Source: an optimization exercise on an open RTL-to-GDS flow (aim: small area). Production flows keep margins and buffers that such runs may drop. At most, simulation tests tie the RTL to the original design; equivalence was not proved. Power and IR drop assume default switching activity.

Design bubble_pool, start of the top module:
module bubble_pool
#(
   parameter int NUM_SLOTS = 8,
   parameter int MAX_SIZE  = 3,
   parameter int BASE_DIAM = 8,
   parameter int SCREEN_W  = 640,
   parameter int FLOOR_Y   = 440,
   parameter int X_SPEED   = 2,
   parameter int GRAVITY   = 1
)(
   input  logic                          clk,
   input  logic                          reset,
   input  logic                          startOfFrame,
   input  logic                          spawn_valid,
   output logic                          spawn_ready,
   input  logic [2:0]                    spawn_size,
   input  logic [10:0]                   spawn_x,
   input  logic [10:0]                   spawn_y,
   input  logic                          spawn_dir,
   input  logic                          hit_valid,
   input  logic [$clog2(NUM_SLOTS)-1:0]  hit_slot,
   input  logic [10:0]                   pixelX,
   input  logic [10:0]                   pixelY,
   output logic                          drawingRequest,
   output logic [$clog2(NUM_SLOTS)-1:0]  drawSlot,
   output logic [2:0]                    drawSize,
   output logic [10:0]                   offsetX,
   output logic [10:0]                   offsetY,
   output logic [$clog2(NUM_SLOTS):0]    activeCount,
   output logic                          split,
   output logic                          allCleared
);
   localparam int N  = 8;
   localparam int SW = 3;
   localparam logic [1:0] S_IDLE   = 2'd0;
   localparam logic [1:0] S_UPDATE = 2'd1;
   localparam logic [1:0] S_SPLIT  = 2'd2;
   localparam logic [1:0] S_DONE   = 2'd3;
   logic [N-1:0]    s_act, s_pend, s_dir, s_fresh;
   logic [N*2-1:0]  s_size;
   logic [N*11-1:0] s_xn, s_yn;    
   logic [N*6-1:0]  s_vy;
   logic [1:0]  state;
   logic [N-1:0] isel;    
   logic in_idle, in_upd, in_spl, in_done;
   assign in_idle = (state == S_IDLE);
   assign in_upd  = (state == S_UPDATE);
   assign in_spl  = (state == S_SPLIT);
  ...
Settings: LEC_CHECK=0, CAP_MARGIN=20, CORE_MARGIN=2, CORE_UTILIZATION=40, SLEW_MARGIN=20, CTS_ARGS=-sink_clustering_enable -repair_clock_nets -dont_use_dummy_load -buf_list sky130_fd_sc_hd__clkbuf_16 -sink_clustering_size 30 -sink_clustering_max_diameter 60, BUFFER_PORTS_ARGS=-buffer_cell sky130_fd_sc_hd__buf_1; clock period 10.0 ns.
standard.sh (not shown) runs the stock make flow with config.mk's settings and CLKGATE_MAP_FILE= SYNTH_SCRIPT=/design/flow/synth_recipe.tcl, a recipe that flattens the netlist after the stock synthesis.
==> flow/flow/run.sh <==
#!/bin/bash
# Layout flow: the standard ORFS flow (standard.sh) with these changes to how the layout
# is built:
#  - synthesis is the standard one (synth_recipe.tcl), but ABC maps the logic with the
#    area-oriented script flow/abc_area.script (read through a scripts folder that is ORFS's
#    own, file for file, except for that script);
#  - clock tree synthesis without dummy load cells;
#  - the smallest buffer for the port buffers.
# Each tool's output goes to a log in this folder (synth.log, standard.log); ORFS also keeps
# its per-step logs under orfs/logs/.
set -euo pipefail
work=$(pwd)
mkdir -p scripts_abc
for f in "$FLOW_HOME"/scripts/*; do
  ln -s "$f" scripts_abc/
done
rm scripts_abc/abc_speed.script
cp flow/abc_area.script scripts_abc/abc_speed.script
cat >> config.mk <<'EOC'
export CTS_ARGS = -sink_clustering_enable -repair_clock_nets -dont_use_dummy_load -buf_list sky130_fd_sc_hd__clkbuf_16 -sink_clustering_size 30 -sink_clustering_max_diameter 60
export BUFFER_PORTS_ARGS = -buffer_cell sky130_fd_sc_hd__buf_1
EOC
bash standard.sh SCRIPTS_DIR="$work/scripts_abc" synth > synth.log 2>&1
bash standard.sh > standard.log 2>&1
==> flow/flow/abc_area.script <==
strash
dch
amap
strash
dch
amap
topo
stime -c
The first run completed with no timing, DRC or antenna violations.
Change:
--- a/flow/flow/run.sh
+++ b/flow/flow/run.sh
@@ -19,3 +19,4 @@
 cat >> config.mk <<'EOC'
-export CTS_ARGS = -sink_clustering_enable -repair_clock_nets -dont_use_dummy_load -buf_list sky130_fd_sc_hd__clkbuf_16 -sink_clustering_size 30 -sink_clustering_max_diameter 60
+export CTS_ARGS = -sink_clustering_enable -repair_clock_nets -dont_use_dummy_load -root_buf sky130_fd_sc_hd__clkbuf_8 -buf_list sky130_fd_sc_hd__clkbuf_8 -sink_clustering_buffer sky130_fd_sc_hd__clkbuf_4 -sink_clustering_size 10 -sink_clustering_max_diameter 40
+export SKIP_REPAIR_TIE_FANOUT = 1
 export BUFFER_PORTS_ARGS = -buffer_cell sky130_fd_sc_hd__buf_1
==> flow/flow/abc_area.script (replaced) <==
strash
dch
amap
strash
dch
amap
strash
dch
amap
topo
stime -c
CTS_ARGS = -sink_clustering_enable -repair_clock_nets -dont_use_dummy_load -root_buf sky130_fd_sc_hd__clkbuf_8 -buf_list sky130_fd_sc_hd__clkbuf_8 -sink_clustering_buffer sky130_fd_sc_hd__clkbuf_4 -sink_clustering_size 10 -sink_clustering_max_diameter 40   (was -sink_clustering_enable -repair_clock_nets -dont_use_dummy_load -buf_list sky130_fd_sc_hd__clkbuf_16 -sink_clustering_size 30 -sink_clustering_max_diameter 60)
SKIP_REPAIR_TIE_FANOUT = 1   (was default)
After rerunning:
- The new run ran to the end with no violations
- die area barely changes
- count of clock-buffer cells in the layout climbs by 22
- worst setup slack degrades by 530 ps
- design area drops by 1.6%
- routed wire length is about the same
Change:
--- a/flow/flow/run.sh
+++ b/flow/flow/run.sh
@@ -19,4 +19,3 @@
 cat >> config.mk <<'EOC'
-export CTS_ARGS = -sink_clustering_enable -repair_clock_nets -dont_use_dummy_load -root_buf sky130_fd_sc_hd__clkbuf_8 -buf_list sky130_fd_sc_hd__clkbuf_8 -sink_clustering_buffer sky130_fd_sc_hd__clkbuf_4 -sink_clustering_size 10 -sink_clustering_max_diameter 40
-export SKIP_REPAIR_TIE_FANOUT = 1
+export CTS_ARGS = -sink_clustering_enable -repair_clock_nets -dont_use_dummy_load -buf_list sky130_fd_sc_hd__clkbuf_8 -sink_clustering_size 20 -sink_clustering_max_diameter 50
 export BUFFER_PORTS_ARGS = -buffer_cell sky130_fd_sc_hd__buf_1
==> flow/flow/abc_area.script (replaced) <==
strash
dch
amap
strash
dch
amap
topo
stime -c
CORE_UTILIZATION = 65   (was 40)
CTS_ARGS = -sink_clustering_enable -repair_clock_nets -dont_use_dummy_load -buf_list sky130_fd_sc_hd__clkbuf_8 -sink_clustering_size 20 -sink_clustering_max_diameter 50   (was -sink_clustering_enable -repair_clock_nets -dont_use_dummy_load -root_buf sky130_fd_sc_hd__clkbuf_8 -buf_list sky130_fd_sc_hd__clkbuf_8 -sink_clustering_buffer sky130_fd_sc_hd__clkbuf_4 -sink_clustering_size 10 -sink_clustering_max_diameter 40)
SKIP_REPAIR_TIE_FANOUT = default   (was 1)
Outcome:
- The changed run finished clean
- via count came out higher slightly
- fmax came out higher by a few percent
- cell area came out lower slightly
- routed wire length came out lower by a few percent
- clock-buffer cell count came out lower by 17
- total power came out lower slightly
- utilization came out higher by 27 points
- synthesized area barely changes
Change:
--- a/flow/flow/run.sh
+++ b/flow/flow/run.sh
@@ -19,3 +19,4 @@
 cat >> config.mk <<'EOC'
-export CTS_ARGS = -sink_clustering_enable -repair_clock_nets -dont_use_dummy_load -buf_list sky130_fd_sc_hd__clkbuf_8 -sink_clustering_size 20 -sink_clustering_max_diameter 50
+export CTS_ARGS = -sink_clustering_enable -repair_clock_nets -dont_use_dummy_load -buf_list sky130_fd_sc_hd__clkbuf_8 -sink_clustering_size 16 -sink_clustering_max_diameter 60
+export SKIP_REPAIR_TIE_FANOUT = 1
 export BUFFER_PORTS_ARGS = -buffer_cell sky130_fd_sc_hd__buf_1
==> flow/flow/abc_area.script (replaced) <==
strash
dch
amap
strash
dch
amap
strash
dch
amap
topo
stime -c
CORE_UTILIZATION = 40   (was 65)
CTS_ARGS = -sink_clustering_enable -repair_clock_nets -dont_use_dummy_load -buf_list sky130_fd_sc_hd__clkbuf_8 -sink_clustering_size 16 -sink_clustering_max_diameter 60   (was -sink_clustering_enable -repair_clock_nets -dont_use_dummy_load -buf_list sky130_fd_sc_hd__clkbuf_8 -sink_clustering_size 20 -sink_clustering_max_diameter 50)
SKIP_REPAIR_TIE_FANOUT = 1   (was default)
The changed run completed with no timing, DRC or antenna violations.
Sequential cell count does not change.
Area after synthesis is about the same.
Wire length rose by 5.2%.
Cell count rose by 9.9%.
Total power barely changes.
Clock skew rose by 4.2 ps.
Global-route usage fell by 14 points.
Critical path depth rose by 3.


bubble_pool, a different RTL version from the one above (not shown whole).
For scale: ~1500 cells after synthesis, ~92 I/O pins, roughly 18000 sq um of cells after synthesis.
## bubble_pool
module bubble_pool
#(
   parameter int NUM_SLOTS = 8,
   parameter int MAX_SIZE  = 3,
   parameter int BASE_DIAM = 8,
   parameter int SCREEN_W  = 640,
   parameter int FLOOR_Y   = 440,
   parameter int X_SPEED   = 2,
   parameter int GRAVITY   = 1
)(
   input  logic                          clk,
   input  logic                          reset,
   input  logic                          startOfFrame,
   input  logic                          spawn_valid,
   output logic                          spawn_ready,
   input  logic [2:0]                    spawn_size,
   input  logic [10:0]                   spawn_x,
   input  logic [10:0]                   spawn_y,
   input  logic                          spawn_dir,
   input  logic                          hit_valid,
   input  logic [$clog2(NUM_SLOTS)-1:0]  hit_slot,
   input  logic [10:0]                   pixelX,
   input  logic [10:0]                   pixelY,
   output logic                          drawingRequest,
   output logic [$clog2(NUM_SLOTS)-1:0]  drawSlot,
   output logic [2:0]                    drawSize,
   output logic [10:0]                   offsetX,
   output logic [10:0]                   offsetY,
   output logic [$clog2(NUM_SLOTS):0]    activeCount,
   output logic                          split,
   output logic                          allCleared
);
   localparam int N  = 8;
   localparam int SW = 3;
  ...
Settings: LEC_CHECK=0, CAP_MARGIN=20, CORE_MARGIN=2, CORE_UTILIZATION=40, CTS_BUF_LIST=sky130_fd_sc_hd__clkbuf_4, SLEW_MARGIN=20; clock period 10.0 ns.
run.sh (not shown) runs the stock make flow with config.mk's settings and CLKGATE_MAP_FILE= SYNTH_SCRIPT=/design/flow/synth_recipe.tcl, a recipe that flattens the netlist after the stock synthesis.
Stock flow here: none of the scripts above is used.
The baseline completed without violations.
==> next run, changes <==
- CAP_MARGIN: 20 -> 5
- CORE_UTILIZATION: 40 -> 60
- CTS_BUF_LIST: sky130_fd_sc_hd__clkbuf_4 -> sky130_fd_sc_hd__clkbuf_2
- SLEW_MARGIN: 20 -> 5
Critical path depth stays the same.
Hold slack improved by 0.011 ns.
Sequential share of layout area goes up by 1.4 points.
Wire length goes down by about 2.4%.
Power goes down by about 4%.
Utilization goes up by 21 points.
Final cell count goes down by 8.8%.
Clock-buffer cell count goes down by 10.
Design area goes down by 3.3%.
Non-clock buffer count goes down by 2.
Setup slack got worse by 0.0074 ns.
No functional check of the RTL was part of any run of this note.


bubble_pool, a different RTL version from the one above (not shown whole).
For scale: about 1400 cells after synthesis, roughly 300 flip-flops, roughly 17000 um2 of cells after synthesis.
export LEC_CHECK = 0
export CAP_MARGIN = 20
export CORE_MARGIN = 2
export CORE_UTILIZATION = 40
export SLEW_MARGIN = 20
export CTS_ARGS = -sink_clustering_enable -repair_clock_nets -dont_use_dummy_load -buf_list sky130_fd_sc_hd__clkbuf_8 -sink_clustering_size 16 -sink_clustering_max_diameter 60
export SKIP_REPAIR_TIE_FANOUT = 1
export BUFFER_PORTS_ARGS = -buffer_cell sky130_fd_sc_hd__buf_2
create_clock -name core_clock -period 10.0 [get_ports {clk}]
standard.sh (not shown) runs the stock make flow with config.mk's settings and CLKGATE_MAP_FILE= SYNTH_SCRIPT=/design/flow/synth_recipe.tcl, a recipe that flattens the netlist after the stock synthesis.
==> flow/flow/run.sh <==
#!/bin/bash
# Layout flow: the standard ORFS flow (standard.sh) with these changes to how the layout
# is built:
#  - synthesis is the standard one (synth_recipe.tcl), but ABC maps the logic with the
#    area-oriented script flow/abc_area.script (read through a scripts folder that is ORFS's
#    own, file for file, except for that script);
#  - clock tree synthesis without dummy load cells, with clkbuf_8 buffers that each drive a
#    cluster of at most 16 registers within 60 um;
#  - one tie cell drives all the constant outputs (no per-output copies);
#  - the smallest buffer (buf_1) for the port buffers; every port still gets one.
# Each tool's output goes to a log in this folder (synth.log, standard.log); ORFS also keeps
# its per-step logs under orfs/logs/.
set -euo pipefail
work=$(pwd)
mkdir -p scripts_abc
for f in "$FLOW_HOME"/scripts/*; do
  ln -s "$f" scripts_abc/
done
rm scripts_abc/abc_speed.script
cp flow/abc_area.script scripts_abc/abc_speed.script
cat >> config.mk <<'EOC'
export CTS_ARGS = -sink_clustering_enable -repair_clock_nets -dont_use_dummy_load -buf_list sky130_fd_sc_hd__clkbuf_8 -sink_clustering_size 16 -sink_clustering_max_diameter 60
export SKIP_REPAIR_TIE_FANOUT = 1
export BUFFER_PORTS_ARGS = -buffer_cell sky130_fd_sc_hd__buf_2
EOC
bash standard.sh SCRIPTS_DIR="$work/scripts_abc" synth > synth.log 2>&1
bash standard.sh > standard.log 2>&1
==> flow/flow/abc_area.script <==
strash
dch
amap
strash
dch
amap
strash
dch
amap
topo
stime -c
The starting point finished clean.
Then changed:
--- a/flow/flow/run.sh
+++ b/flow/flow/run.sh
@@ -23,3 +23,3 @@
 export SKIP_REPAIR_TIE_FANOUT = 1
-export BUFFER_PORTS_ARGS = -buffer_cell sky130_fd_sc_hd__buf_2
+export BUFFER_PORTS_ARGS = -buffer_cell sky130_fd_sc_hd__buf_1
 EOC
BUFFER_PORTS_ARGS = -buffer_cell sky130_fd_sc_hd__buf_1   (was -buffer_cell sky130_fd_sc_hd__buf_2)
GPL_ROUTABILITY_DRIVEN = 0   (was default)
GPL_TIMING_DRIVEN = 0   (was default)
After rerunning: Global-route usage came out lower by 2.1 points; maximum frequency goes down by a few percent; utilization grows by 0.26 points.
Then changed:
GPL_ROUTABILITY_DRIVEN = default   (was 0)
GPL_TIMING_DRIVEN = default   (was 0)
Sequential share of layout area increases by 0.41 points.
Worst setup slack is better by 610 ps.
Clock skew increases by 48 ps.
Then changed:
GPL_TIMING_DRIVEN = 0   (was default)
After rerunning: The changed run went through all stages and came out clean. Wire length shrinks by 5.6%. Fmax shrinks by 6.2%. Via count shrinks by 0.81%. Critical path depth shrinks by 2. Total power shrinks by 0.98%. Setup slack loses 610 ps. Die area is unchanged. Cell area grows by 0.84%.
Then changed:
--- a/flow/flow/run.sh
+++ b/flow/flow/run.sh
@@ -6,6 +6,4 @@
 #    own, file for file, except for that script);
-#  - clock tree synthesis without dummy load cells, with clkbuf_8 buffers that each drive a
-#    cluster of at most 16 registers within 60 um;
-#  - one tie cell drives all the constant outputs (no per-output copies);
-#  - the smallest buffer (buf_1) for the port buffers; every port still gets one.
+#  - clock tree synthesis without dummy load cells;
+#  - the smallest buffer for the port buffers.
 # Each tool's output goes to a log in this folder (synth.log, standard.log); ORFS also keeps
GPL_TIMING_DRIVEN = default   (was 0)
Outcome:
- sequential share of layout area rises by 0.39 points
- global-route usage rises by 1.5 points
- cell count rises by about 0.54%
- cell area falls by 0.83%


== run A ==
RTL: one of the versions met above, not the one the previous note started from.
Size in the first run: about 1500 cells after synthesis, roughly 300 flip-flops, about 92 I/O pins, ~18000 um2 of cells after synthesis.
export LEC_CHECK = 0
export CAP_MARGIN = 20
export CORE_MARGIN = 2
export CORE_UTILIZATION = 40
export SLEW_MARGIN = 20
export CTS_ARGS = -sink_clustering_enable -repair_clock_nets -dont_use_dummy_load -buf_list sky130_fd_sc_hd__clkbuf_4 -sink_clustering_size 8 -sink_clustering_max_diameter 40
export BUFFER_PORTS_ARGS = -buffer_cell sky130_fd_sc_hd__buf_1
create_clock -name core_clock -period 10.0 [get_ports {clk}]
==> flow/flow/run.sh <==
#!/bin/bash
# Layout flow: the standard ORFS flow (standard.sh), with two changes to how the layout
# is built: clock tree synthesis without dummy load cells, and the smallest buffer for the
# port buffers. Every tool's output goes to standard.log in this folder (ORFS also keeps its
# per-step logs under orfs/logs/).
set -euo pipefail
cat >> config.mk <<'EOC'
export CTS_ARGS = -sink_clustering_enable -repair_clock_nets -dont_use_dummy_load -buf_list sky130_fd_sc_hd__clkbuf_4 -sink_clustering_size 8 -sink_clustering_max_diameter 40
export BUFFER_PORTS_ARGS = -buffer_cell sky130_fd_sc_hd__buf_1
EOC
bash standard.sh > standard.log 2>&1
--- input diff run A..run B ---
Settings: an added SKIP_REPAIR_TIE_FANOUT of 1; a change of CORE_UTILIZATION from 40 to 55; a change of CTS_ARGS from -sink_clustering_enable -repair_clock_nets -dont_use_dummy_load -buf_list sky130_fd_sc_hd__clkbuf_4 -sink_clustering_size 8 -sink_clustering_max_diameter 40 to -sink_clustering_enable -repair_clock_nets -dont_use_dummy_load -buf_list sky130_fd_sc_hd__clkbuf_8 -sink_clustering_size 20 -sink_clustering_max_diameter 55.
==> flow/flow/run.sh <==
#!/bin/bash
# Layout flow: the standard ORFS flow (standard.sh) with these changes to how the layout
# is built:
#  - synthesis is the standard one (synth_recipe.tcl), but ABC maps the logic with the
#    area-oriented script flow/abc_area.script (read through a scripts folder that is ORFS's
#    own, file for file, except for that script);
#  - clock tree synthesis without dummy load cells;
#  - the smallest buffer for the port buffers.
# Each tool's output goes to a log in this folder (synth.log, standard.log); ORFS also keeps
# its per-step logs under orfs/logs/.
set -euo pipefail
work=$(pwd)
mkdir -p scripts_abc
for f in "$FLOW_HOME"/scripts/*; do
  ln -s "$f" scripts_abc/
done
rm scripts_abc/abc_speed.script
cp flow/abc_area.script scripts_abc/abc_speed.script
cat >> config.mk <<'EOC'
export CTS_ARGS = -sink_clustering_enable -repair_clock_nets -dont_use_dummy_load -buf_list sky130_fd_sc_hd__clkbuf_8 -sink_clustering_size 20 -sink_clustering_max_diameter 55
export SKIP_REPAIR_TIE_FANOUT = 1
export BUFFER_PORTS_ARGS = -buffer_cell sky130_fd_sc_hd__buf_1
EOC
bash standard.sh SCRIPTS_DIR="$work/scripts_abc" synth > synth.log 2>&1
bash standard.sh > standard.log 2>&1
==> flow/flow/abc_area.script (new file) <==
strash
dch
amap
strash
dch
amap
strash
dch
amap
topo
stime -c
Findings:
Re share of total power in the clock network: run B is 7.4 points down on run A. In run B the synthesized cell count turned out 7.9% lower than in run A. Measured against run B, the power of run A comes out at 0.77 times the reference value. Run B against run A: adder and majority gate portion of the synthesized area saw an increase; global-route wire length before repair saw a decrease; post-synthesis cell area saw a decrease; compound-cell area share of the yosys netlist saw an increase; clock slew at the register clock pins of the worst setup and hold paths saw an increase. Compared with run A, run B shows mean cell area of the mapped netlist higher by about 2.8%. The run with more routed wire is run A, not run B.
Changes in run C relative to run B:
Settings: CORE_UTILIZATION now 40, was 55; CTS_ARGS now -sink_clustering_enable -repair_clock_nets -dont_use_dummy_load, was -sink_clustering_enable -repair_clock_nets -dont_use_dummy_load -buf_list sky130_fd_sc_hd__clkbuf_8 -sink_clustering_size 20 -sink_clustering_max_diameter 55; SKIP_REPAIR_TIE_FANOUT no longer set, was 1.
==> flow/flow/run.sh <==
#!/bin/bash
# Layout flow: the standard ORFS flow (standard.sh), with two changes to how the layout
# is built: clock tree synthesis without dummy load cells, and the smallest buffer for the
# port buffers. Every tool's output goes to standard.log in this folder (ORFS also keeps its
# per-step logs under orfs/logs/).
set -euo pipefail
cat >> config.mk <<'EOC'
export CTS_ARGS = -sink_clustering_enable -repair_clock_nets -dont_use_dummy_load
export BUFFER_PORTS_ARGS = -buffer_cell sky130_fd_sc_hd__buf_1
EOC
bash standard.sh > standard.log 2>&1
removed: flow/flow/abc_area.script
Results
Between run B and run C, compound-cell area share of the yosys netlist is higher for run B, run C comes in under that. Compared with run B, run C shows a final cell count that is 13% higher. In run C, die span in x is higher than in run B. Run C vs. run B: area after detailed placement went up by about 4%. Ratio of final minimum period to clock period: run C vs run B down 0.68 points. Going from run B to run C, number of different library cells in the post-synthesis netlist grew by more than a quarter. Against run B, run C comes in 0.90 points higher on fraction of final layout cells sized beyond drive strength 1.
## Diff of input files: run D against run C
Settings: a change of CTS_ARGS from -sink_clustering_enable -repair_clock_nets -dont_use_dummy_load to -sink_clustering_enable -repair_clock_nets -dont_use_dummy_load -buf_list sky130_fd_sc_hd__clkbuf_8 -sink_clustering_size 16 -sink_clustering_max_diameter 60; a change of CORE_UTILIZATION from 40 to 55; an added SKIP_REPAIR_TIE_FANOUT of 1.
==> flow/flow/run.sh <==
#!/bin/bash
# Layout flow: the standard ORFS flow (standard.sh) with these changes to how the layout
# is built:
#  - synthesis is the standard one (synth_recipe.tcl), but ABC maps the logic with the
#    area-oriented script flow/abc_area.script (read through a scripts folder that is ORFS's
#    own, file for file, except for that script);
#  - clock tree synthesis without dummy load cells;
#  - the smallest buffer for the port buffers.
# Each tool's output goes to a log in this folder (synth.log, standard.log); ORFS also keeps
# its per-step logs under orfs/logs/.
set -euo pipefail
work=$(pwd)
mkdir -p scripts_abc
for f in "$FLOW_HOME"/scripts/*; do
  ln -s "$f" scripts_abc/
done
rm scripts_abc/abc_speed.script
cp flow/abc_area.script scripts_abc/abc_speed.script
cat >> config.mk <<'EOC'
export CTS_ARGS = -sink_clustering_enable -repair_clock_nets -dont_use_dummy_load -buf_list sky130_fd_sc_hd__clkbuf_8 -sink_clustering_size 16 -sink_clustering_max_diameter 60
export SKIP_REPAIR_TIE_FANOUT = 1
export BUFFER_PORTS_ARGS = -buffer_cell sky130_fd_sc_hd__buf_1
EOC
bash standard.sh SCRIPTS_DIR="$work/scripts_abc" synth > synth.log 2>&1
bash standard.sh > standard.log 2>&1
==> flow/flow/abc_area.script (new file) <==
strash
dch
amap
strash
dch
amap
strash
dch
amap
topo
stime -c
Findings:
Run D went all the way through the flow, and no timing, DRC or antenna check failed.
Run C and run D ended up with nearly the same number of antenna repair diodes.
Going from run C to run D, share of the synthesized netlist area taken by xor and xnor gates now sits lower; critical path's largest stage delay now sits lower; multi-input logic portion of the cell area now sits lower; total design power now sits higher.
pixelX[0] as the timing startpoint of the critical path was reported by run C, and isel[1]$_DFFE_PP0N_ by run D.

==> re-timing with driven ports <==
Ports are ideal in the flow. The routed layouts listed here were re-timed in OpenROAD.
Step 1, drivers: a clkbuf_16 drives clk and a buf_2 each remaining input, both assumed.
Step 2 adds t to the input delays and takes it off the output delays; t is the mean of the earliest and latest rising clock arrival at the registers after step 1. Input paths then give back, and output paths get back, about the clock's delay inside the block.
a / b / c = ideal ports / drivers / drivers and shift; a / b = the first two.
| run | shift t [ns] | setup slack, ns | clock arrival spread, ns | worst slew at a driven data input, ns |
|---|---|---|---|---|
| the first run of note 1 | 0.597 | 1.282 / 1.282 / 0.757 | 0.079 / 0.079 | 0.04 |
| the second run of note 1 | 0.644 | 0.747 / 0.747 / 0.554 | 0.068 / 0.068 | 0.04 |
| the third run of note 1 | 0.655 | 1.335 / 1.335 / 0.869 | 0.059 / 0.059 | 0.06 |
| the fourth run of note 1 | 0.644 | 0.830 / 0.830 / 0.595 | 0.064 / 0.064 | 0.04 |
| the first run of note 2 | 0.855 | 1.038 / 1.066 / 0.211 | 0.056 / 0.057 | 0.08 |
| the second run of note 2 | 1.033 | 1.030 / 1.054 / 0.021 | 0.094 / 0.094 | 0.05 |
| the first run of note 3 | 0.653 | 0.944 / 0.972 / 0.318 | 0.091 / 0.091 | 0.07 |
| the second run of note 3 | 0.652 | 0.293 / 0.326 / -0.326 | 0.049 / 0.050 | 0.09 |
| the third run of note 3 | 0.643 | 0.907 / 0.932 / 0.288 | 0.098 / 0.097 | 0.08 |
| the fourth run of note 3 | 0.651 | 0.301 / 0.327 / -0.324 | 0.052 / 0.052 | 0.10 |
| the fifth run of note 3 | 0.643 | 0.907 / 0.932 / 0.288 | 0.098 / 0.097 | 0.08 |
| run A | 0.822 | 1.334 / 1.356 / 0.534 | 0.101 / 0.100 | 0.04 |
| run B | 0.652 | 1.052 / 1.052 / 0.742 | 0.102 / 0.103 | 0.06 |
| run C | 0.587 | 1.120 / 1.147 / 0.560 | 0.045 / 0.046 | 0.04 |
| run D | 0.645 | 1.116 / 1.116 / 0.746 | 0.064 / 0.064 | 0.06 |
With both steps, setup timing fails in the second run of note 3 and the fourth run of note 3, where it was met with ideal ports. For the second run of note 2, which loses most, drivers alone change the setup slack by +0.024 ns; drivers and shift together by -1.009 ns.
